From an optimization exercise on the open Yosys and OpenROAD flow, aimed at small area, a short achievable clock period and few clock cycles; shortcuts taken in it are not production practice.
In this exercise RTL edits were held to simulation tests only and were not proved equivalent to the original.
Power is estimated from default activity; no workload was simulated.

--- flow/run.sh ---
#!/bin/bash
# synth_recipe.tcl (not shown) runs the flow's synth.tcl, then flattens the netlist and writes it again
# the make line also repeats each setting of config.mk as NAME=value (left out here)
make -C /OpenROAD-flow-scripts/flow DESIGN_CONFIG=/design/flow/config.mk WORK_HOME=/design/flow/orfs CLKGATE_MAP_FILE= SYNTH_SCRIPT=/design/flow/synth_recipe.tcl finish
--- flow/config.mk ---
export PLATFORM = sky130hd
export DESIGN_NAME = job_sequencing_deadlines
export DESIGN_NICKNAME = job_sequencing_deadlines
export VERILOG_FILES = /design/flow/design.v
export SDC_FILE = /design/flow/constraint.sdc
export NUM_CORES = 4
export LEC_CHECK = 0
export CAP_MARGIN = 20
export CORE_MARGIN = 2
export CORE_UTILIZATION = 40
export SLEW_MARGIN = 20
--- flow/constraint.sdc ---
create_clock -name core_clock -period 6.0 [get_ports {clk_i}]
set_input_delay 1.2000 -clock core_clock [delete_from_list [all_inputs] [get_ports {clk_i}]]
set_output_delay 1.2000 -clock core_clock [all_outputs]
set_load 0.01 [all_outputs]
--- flow/design.v ---
package jsd_pkg;
  localparam int unsigned DlW  = 8;
  localparam int unsigned PrW  = 16;
  localparam int unsigned SumW = 24;
  localparam int unsigned MaxJobsDef     = 64;
  localparam int unsigned MaxDeadlineDef = 63;
endpackage
module jsd_job_mem #(
  parameter int unsigned MAX_JOBS = 256,
  parameter int unsigned IW       = $clog2(MAX_JOBS)
) (
  input  logic                    clk_i,
  input  logic                    we_i,
  input  logic [IW-1:0]           waddr_i,
  input  logic [jsd_pkg::DlW-1:0] wdl_i,
  input  logic [jsd_pkg::PrW-1:0] wpr_i,
  input  logic [IW-1:0]           raddr_i,
  output logic [jsd_pkg::DlW-1:0] rdl_o,
  output logic [jsd_pkg::PrW-1:0] rpr_o
);
  localparam int unsigned DlW  = jsd_pkg::DlW;
  localparam int unsigned PrW  = jsd_pkg::PrW;
  localparam int unsigned SumW = jsd_pkg::SumW;
  logic [DlW-1:0] dl_mem [MAX_JOBS];
  logic [PrW-1:0] pr_mem [MAX_JOBS];
  always_ff @(posedge clk_i) begin
    if (we_i) begin
      dl_mem[waddr_i] <= wdl_i;
      pr_mem[waddr_i] <= wpr_i;
    end
    rdl_o <= dl_mem[raddr_i];
    rpr_o <= pr_mem[raddr_i];
  end
endmodule
module jsd_slot_mem #(
  parameter int unsigned DEPTH = 256,
  parameter int unsigned SW    = $clog2(DEPTH)
) (
  input  logic          clk_i,
  input  logic          we_i,
  input  logic [SW-1:0] waddr_i,
  input  logic [SW-1:0] wdata_i,
  input  logic [SW-1:0] raddr_i,
  output logic [SW-1:0] rdata_o
);
  logic [SW-1:0] par_mem [DEPTH];
  always_ff @(posedge clk_i) begin
    if (we_i) begin
      par_mem[waddr_i] <= wdata_i;
    end
    rdata_o <= par_mem[raddr_i];
  end
endmodule
module job_sequencing_deadlines #(
  parameter int unsigned MAX_JOBS     = jsd_pkg::MaxJobsDef,
  parameter int unsigned MAX_DEADLINE = jsd_pkg::MaxDeadlineDef
) (
  input  logic                     clk_i,
  input  logic                     rst_ni,
  input  logic                     in_valid_i,
  output logic                     in_stall_o,
  input  logic [jsd_pkg::DlW-1:0]  deadline_i,
  input  logic [jsd_pkg::PrW-1:0]  profit_i,
  input  logic                     last_i,
  output logic                     out_valid_o,
  input  logic                     out_stall_i,
  output logic [jsd_pkg::SumW-1:0] total_profit_o
);
  localparam int unsigned DlW  = jsd_pkg::DlW;
  localparam int unsigned PrW  = jsd_pkg::PrW;
  localparam int unsigned SumW = jsd_pkg::SumW;
  localparam int unsigned N   = MAX_JOBS;
  localparam int unsigned CW  = $clog2(N + 1);           
  localparam int unsigned SW  = $clog2(MAX_DEADLINE + 1);
  localparam int unsigned TW  = PrW + $clog2(N);          
  localparam int unsigned QD  = 4;                        
  localparam int unsigned QAW = $clog2(QD);
  logic [CW-1:0]  set_cnt_q;               
  logic           jq_v_q, jq_end_q;        
  logic [PrW-1:0] jq_pr_q;
  logic [SW-1:0]  jq_dl_q;
  logic           in_xfer, consume, ins;
  logic [PrW-1:0] pr_q [N];
  logic [SW-1:0]  dl_q [N];
  logic [CW-1:0]  v_q;                     
  logic [CW-1:0]  b_q;                     
  logic [N:0]     above;                   
  logic [CW-1:0]  p_q;                     
  logic [MAX_DEADLINE:1] used_q;           
  logic [TW-1:0]  sum_q;
  logic           out_valid_q;
  logic [TW-1:0]  out_q;
  logic [CW-1:0]  qsz_q [QD];
  logic [QAW:0]   qcnt_q;
  logic [QAW-1:0] qrd_q, qwr_q;
  logic           pop, pop_last;
  logic [MAX_DEADLINE:1] cand, hi, suf;
  logic           fit;
  logic [TW-1:0]  sum_add;
  logic [CW-1:0]  p_after, l_new, v_next;
  logic           set_done, q_full, q_empty;
  assign q_full  = qcnt_q[QAW];
  assign q_empty = (qcnt_q == '0);
  assign pop      = (p_q != '0) && ((p_q != CW'(1)) || !out_valid_q);
  assign pop_last = pop && (p_q == CW'(1));
  assign consume    = (!jq_v_q || (v_q != CW'(N)) || pop) && (!jq_end_q || !q_full);
  assign ins        = jq_v_q && consume;
  assign set_done   = jq_end_q && consume;
  assign in_stall_o = (jq_v_q || jq_end_q) && !consume;
  assign in_xfer    = in_valid_i && !in_stall_o;
  always_ff @(posedge clk_i or negedge rst_ni) begin
    if (!rst_ni) begin
      set_cnt_q <= '0;
      jq_v_q    <= 1'b0;
      jq_end_q  <= 1'b0;
    end else begin
      if (consume) begin
        jq_v_q   <= 1'b0;
        jq_end_q <= 1'b0;
      end
      if (in_xfer) begin
        jq_v_q   <= (set_cnt_q != CW'(N));
        jq_end_q <= last_i;
        if (last_i) begin
          set_cnt_q <= '0;
        end else if (set_cnt_q != CW'(N)) begin
          set_cnt_q <= set_cnt_q + CW'(1);
        end
      end
    end
  end
  always_ff @(posedge clk_i) begin
    if (in_xfer) begin
      jq_pr_q <= profit_i;
      jq_dl_q <= (deadline_i > DlW'(MAX_DEADLINE)) ? SW'(MAX_DEADLINE) : SW'(deadline_i);
    end
  end
  assign above[0] = 1'b1;
  for (genvar i = 0; i < N; i++) begin : g_cell
    logic up, nw, dn;
    assign above[i+1] = (CW'(i) < b_q) || ((CW'(i) < v_q) && (pr_q[i] >= jq_pr_q));
    if (i < N - 1) begin : g_up
      assign up = pop && (!ins || above[i+2]);
      assign nw = ins && (pop ? (above[i+1] && !above[i+2]) : (!above[i+1] && above[i]));
    end else begin : g_last
      assign up = 1'b0;
      assign nw = ins && (pop ? above[i+1] : (!above[i+1] && above[i]));
    end
    assign dn = !pop && ins && !above[i];
    always_ff @(posedge clk_i) begin
      if (nw) begin
        pr_q[i] <= jq_pr_q;
        dl_q[i] <= jq_dl_q;
      end else if (up) begin
        pr_q[i] <= pr_q[(i < N - 1) ? i + 1 : i];
        dl_q[i] <= dl_q[(i < N - 1) ? i + 1 : i];
      end else if (dn) begin
        pr_q[i] <= pr_q[(i > 0) ? i - 1 : i];
        dl_q[i] <= dl_q[(i > 0) ? i - 1 : i];
      end
    end
  end
  always_comb begin
    for (int s = 1; s <= MAX_DEADLINE; s++) begin
      cand[s] = !used_q[s] && (SW'(s) <= dl_q[0]);
    end
    fit = |cand;
    suf = cand;
    for (int k = 1; k < MAX_DEADLINE; k = k * 2) begin
      suf = suf | (suf >> k);
    end
    hi = cand & ~(suf >> 1);
    sum_add = sum_q + (fit ? TW'(pr_q[0]) : TW'(0));
  end
  always_comb begin
    p_after = pop ? p_q - CW'(1) : p_q;
    v_next  = v_q + CW'(ins) - CW'(pop);
    l_new   = v_next - (pop ? b_q - CW'(1) : b_q);
  end
  always_ff @(posedge clk_i or negedge rst_ni) begin
    if (!rst_ni) begin
      v_q         <= '0;
      b_q         <= '0;
      p_q         <= '0;
      qcnt_q      <= '0;
      qrd_q       <= '0;
      qwr_q       <= '0;
      out_valid_q <= 1'b0;
    end else begin
      v_q <= v_next;
      if (set_done) begin
        b_q <= v_next;
      end else if (pop) begin
        b_q <= b_q - CW'(1);
      end
      if (p_after == '0) begin
        if (!q_empty) begin
          p_q   <= qsz_q[qrd_q];
          qrd_q <= qrd_q + QAW'(1);
          if (set_done) begin
            qwr_q <= qwr_q + QAW'(1);
          end else begin
            qcnt_q <= qcnt_q - (QAW+1)'(1);
          end
        end else if (set_done) begin
          p_q <= l_new;
        end else begin
          p_q <= '0;
        end
      end else begin
        p_q <= p_after;
        if (set_done) begin
          qwr_q  <= qwr_q + QAW'(1);
          qcnt_q <= qcnt_q + (QAW+1)'(1);
        end
      end
      if (out_valid_q && !out_stall_i) begin
        out_valid_q <= 1'b0;
      end
      if (pop_last) begin
        out_valid_q <= 1'b1;
      end
    end
  end
  always_ff @(posedge clk_i) begin
    if (set_done && ((p_after != '0) || !q_empty)) begin
      qsz_q[qwr_q] <= l_new;
    end
    if (pop_last) begin
      out_q <= sum_add;
    end
    if (p_q == '0 || pop_last) begin
      used_q <= '0;
      sum_q  <= '0;
    end else if (pop) begin
      used_q <= used_q | hi;
      sum_q  <= sum_add;
    end
  end
  assign out_valid_o    = out_valid_q;
  assign total_profit_o = SumW'(out_q);
endmodule
==> impl_metrics.toml <==
[status]
status = "finished clean"

[critical_path]
crit_path_start_kind = "register"
end_kind = "register"
critPathKind = "register to register"
path_buf_inv = 3
rr_worst_depth = 21
rrSetupSlack_ps = 520
worstPathMaxFanout = 17
crit_chain = "buf_4 > and2_1 > nand2_1 > a21oi_1 > or3_1 > nor4_4 > buf_4 > and3_1 > a21oi_1 > ha_1 > inv_1 > fa_1 > nand2b_1 > a21oi_1 > o21ai_0 > o211ai_1 > a21oi_1 > a211o_1 > nor3_1 > xnor2_1 > nor2_1"
path_delay_family = "compound AO/OA/AOI/OAI gates"
critical_path_required_ps = 6740
path_common_cell = "a21oi_1"
cp_data_arrival_time_ps = 6220
cp_slowest_cell = "edfxtp_1"
reg2reg_from = "dl_q[0][4]"
worstReg2RegEnd = "sum_q[20]"
slowest_delay_ps = 610

[grt]
grt_antenna_before_repair = 3
grt_pass1_wl_um = 509000
overflow = 0
grt_pass1_vias = 79975
grt_max_degree = 79
grt_usage_pct = 24.0

[clock_tree]
cts_hold_buf = 0
path_clk_slew_ps = 60
cts_root_buffer = "clkbuf_16"
cts.sink_count = 1603
cts_buffer_depth = 3
worstSkewPairLatency_ps = 870
cts_made_buffers = 185
cts_tree = "done"
htree_levels = 4

[power]
swShare_pct = 41.3
p_switching_mw = 28.8
comb_power_share_pct = 45.3
power_frac_seq_pct = 38.4
vdd_drop_max_mv = 0.553
p_int_mw = 41.0
clockPowerShare_pct = 16.2
power.density_nw_per_um2 = 582
power.leakage_nw = 50.4

[logic_synthesis]
ys.flop_type = "edfxtp_1"
yosysSeqAreaShare_pct = 43.7
synthesis.instances = 9784
ys_top_cells_by_count = "mux2i_1, edfxtp_1, ha_1, a21oi_1, nor2_1"
yosysMostFrequentCell = "mux2i_1"
yosys-top-cells-area = "edfxtp_1, mux2i_1, ha_1"
synth_top_area_share_pct = 41.3
postSynthAreaPerCell_um2 = 11.0
synth_edf_count = 1480
synth-seq-cells = 1603
syn-cell-area_um2 = 108000
netlist-cell-type-count = 109
synth_area_leader_cell = "edfxtp_1"
yosys_warnings = 3
async_reset_ff_share_pct = 2.37

[timing]
min_period_ps = 5480
tns_ps = 0
final_max_slew_viol_count = 0
max-slew-margin-rel_pct = 24.1
grt_setup_unrepaired = "no"
clock.fmax_mhz = 182
worstMarginPinSlew_ps = 1140
skew_ps = 51.8
period_share_pct = 91.4
hold_violations = 0
layout_setup_ws_ps = 516
setup_viol = 0
hold_ws_ps = 406

[finish]
nets = 10943
final_util_pct = 44.8
final_cell_area_um2 = 120000
areaGrowthSynthToFinish_pct = 11.6
fillers = 24374
seqCellArea_um2 = 47100
n_antenna_cell = 0
multi_input_area_um2 = 58100
drive_gt1_share_pct = 12.3

[place]
gp_congestion = 0.907
port_buffers = 52
hpwlAfterDp_um = 248000
post-place-ws_ps = 178
place_area_um2 = 114000

[drt]
routed_via_density = 5.92
drt_iter0_markers = 7184
antenna_left = 0
first_pass_iters = 6
vias = 80105
drc = 0
routedWlPerCell_um = 24.7
routed_wl_um = 334000

[floorplanning]
core_area_um2 = 268000
ioPinCount = 55
num_rows = 190
start_util_pct = 40.2
dieArea_um2 = 273000
die_width_um = 523
die_h_um = 523

[job]
maxCapViolCount = 0

[hold_path]
hold_class = "input port to async pin"
## what timing repair did
action / 4_1_cts / 5_1_grt
endpoints found under the setup margin: 0 / 6
setup buffers: 0 / 6
gates resized for setup: 0 / 2
## logic make-up (layout without fill, tap and decap cells)
kind of cell	after synthesis	in the layout	synth area share, %
AO/OA/AOI/OAI	2360	2360	13.2
AND/OR/NAND/NOR	1970	1970	8.27
multiplexers	1953	1953	18.6
flip-flops	1603	1603	43.7
adder cells (fa/ha/maj)	1079	1079	12.6
buffers and inverters	762	959	3.12
XOR/XNOR	56	56	0.456
other	1	2	0.00348
## power groups by stage
stage / clock network, mW / registers [mW] / logic, mW
2_1_floorplan: 0 / 23.8 / 22.9
3_3_place_gp: 0 / 26.8 / 29.8
3_5_place_dp: 0 / 26.9 / 31.2
4_1_cts: 11.5 / 26.7 / 31.3
5_1_grt: 11.9 / 27.4 / 35.2
6_report: 11.3 / 26.9 / 31.7
## how the worst max path moves through the flow
stage / end / startpoint / cells past startpoint / slack [ps]
floorplan: dl_q[63][0] / jq_pr_q[13] / 10 / 40
global placement: sum_q[19] / dl_q[0][2] / 21 / 120
detailed placement: out_q[19] / dl_q[0][2] / 20 / 180
CTS: out_q[19] / dl_q[0][2] / 20 / 170
global route: out_q[19] / dl_q[0][2] / 21 / 90
finish: sum_q[20] / dl_q[0][4] / 21 / 520
## routing by layer
metal	track usage, %	vias up	routed length (µm)	share of wire, %
met2	39.0	2569	154000	46
li1	-	37302	-	-
met5	0	-	13	0.0039
met4	7.65	2	10700	3.2
met3	3.27	507	20800	6.2
met1	33.1	39725	149000	45
## sequential cells by signal (all words and copies together) (netlist names), 3 cells and up
signal	cells
b_q	7
sum_q	22
dl_q	384
jq_pr_q	16
pr_q	1024
v_q	7
jq_dl_q	6
p_q	7
set_cnt_q	7
qcnt_q	3
qsz_q	28
out_q	22
used_q	63
## area by class of cell
class	count	area share, %
Clock buffer	248	4.18
Clock inverter	86	0.720
Inverter	167	0.557
Multi-Input combinational cell	7420	48.3
Sequential cell	1603	39.2
Tap cell	3552	3.70
Timing Repair Buffer	458	3.33
## per-stage QoR
step | cells | total power, mW
3_5_place_dp | 13187 | 58.1
3_3_place_gp | 13181 | 56.6
2_1_floorplan | 9785 | 46.7
5_1_grt | 13534 | 74.5
6_report | 13534 | 69.9
4_1_cts | 13521 | 69.6
## worst reg2reg max path: cells and delay by family (launching register included)
family | cells | cell delay [ps]
AO/OA/AOI/OAI | 7 | 1760
buffers and inverters | 3 | 570
AND/OR/NAND/NOR | 8 | 1630
XOR/XNOR | 1 | 150
flip-flops | 1 | 610
adder cells (fa/ha/maj) | 2 | 640
## cells in the final DEF (no fill, tap or decap), types with 189 or more instances in the layout
cell type and count:
mux2i_1 1617, buf_4 373, a21oi_1 921, edfxtp_1 1480, clkbuf_16 189, o21ai_0 585
nor2_1 773, a21o_1 259, ha_1 1074, nand2_1 588, mux2_2 322
Testbench counts, summed over its fixed seeds: cycles 4,326.

## afterwards: timing with drivers on the ports
How much do the figures lean on ideal ports? The routed layout below was timed once more, with nothing changed but the port constraints. Step 1 (the two cells are an assumption about what drives the block):
set clk [get_ports {clk_i}]
set_driving_cell -lib_cell sky130_fd_sc_hd__clkbuf_16 $clk
set_driving_cell -lib_cell sky130_fd_sc_hd__buf_2 [delete_from_list [all_inputs] $clk]
Step 2, shift: input delay + t, output delay - t, t = (earliest + latest rising clock arrival at the registers) / 2. This alone moves slack from input paths to output paths. Slacks: ideal / step 1 / step 2; pairs: ideal / step 1.
t, ns: 0.942
slack for setup (ns): 0.516 / 0.516 / 0.516
pins driven straight from the clock port: 1
After both steps this run still meets setup and hold. For this run, drivers alone change the setup slack by 0.000 ns; drivers and shift together by 0.000 ns.
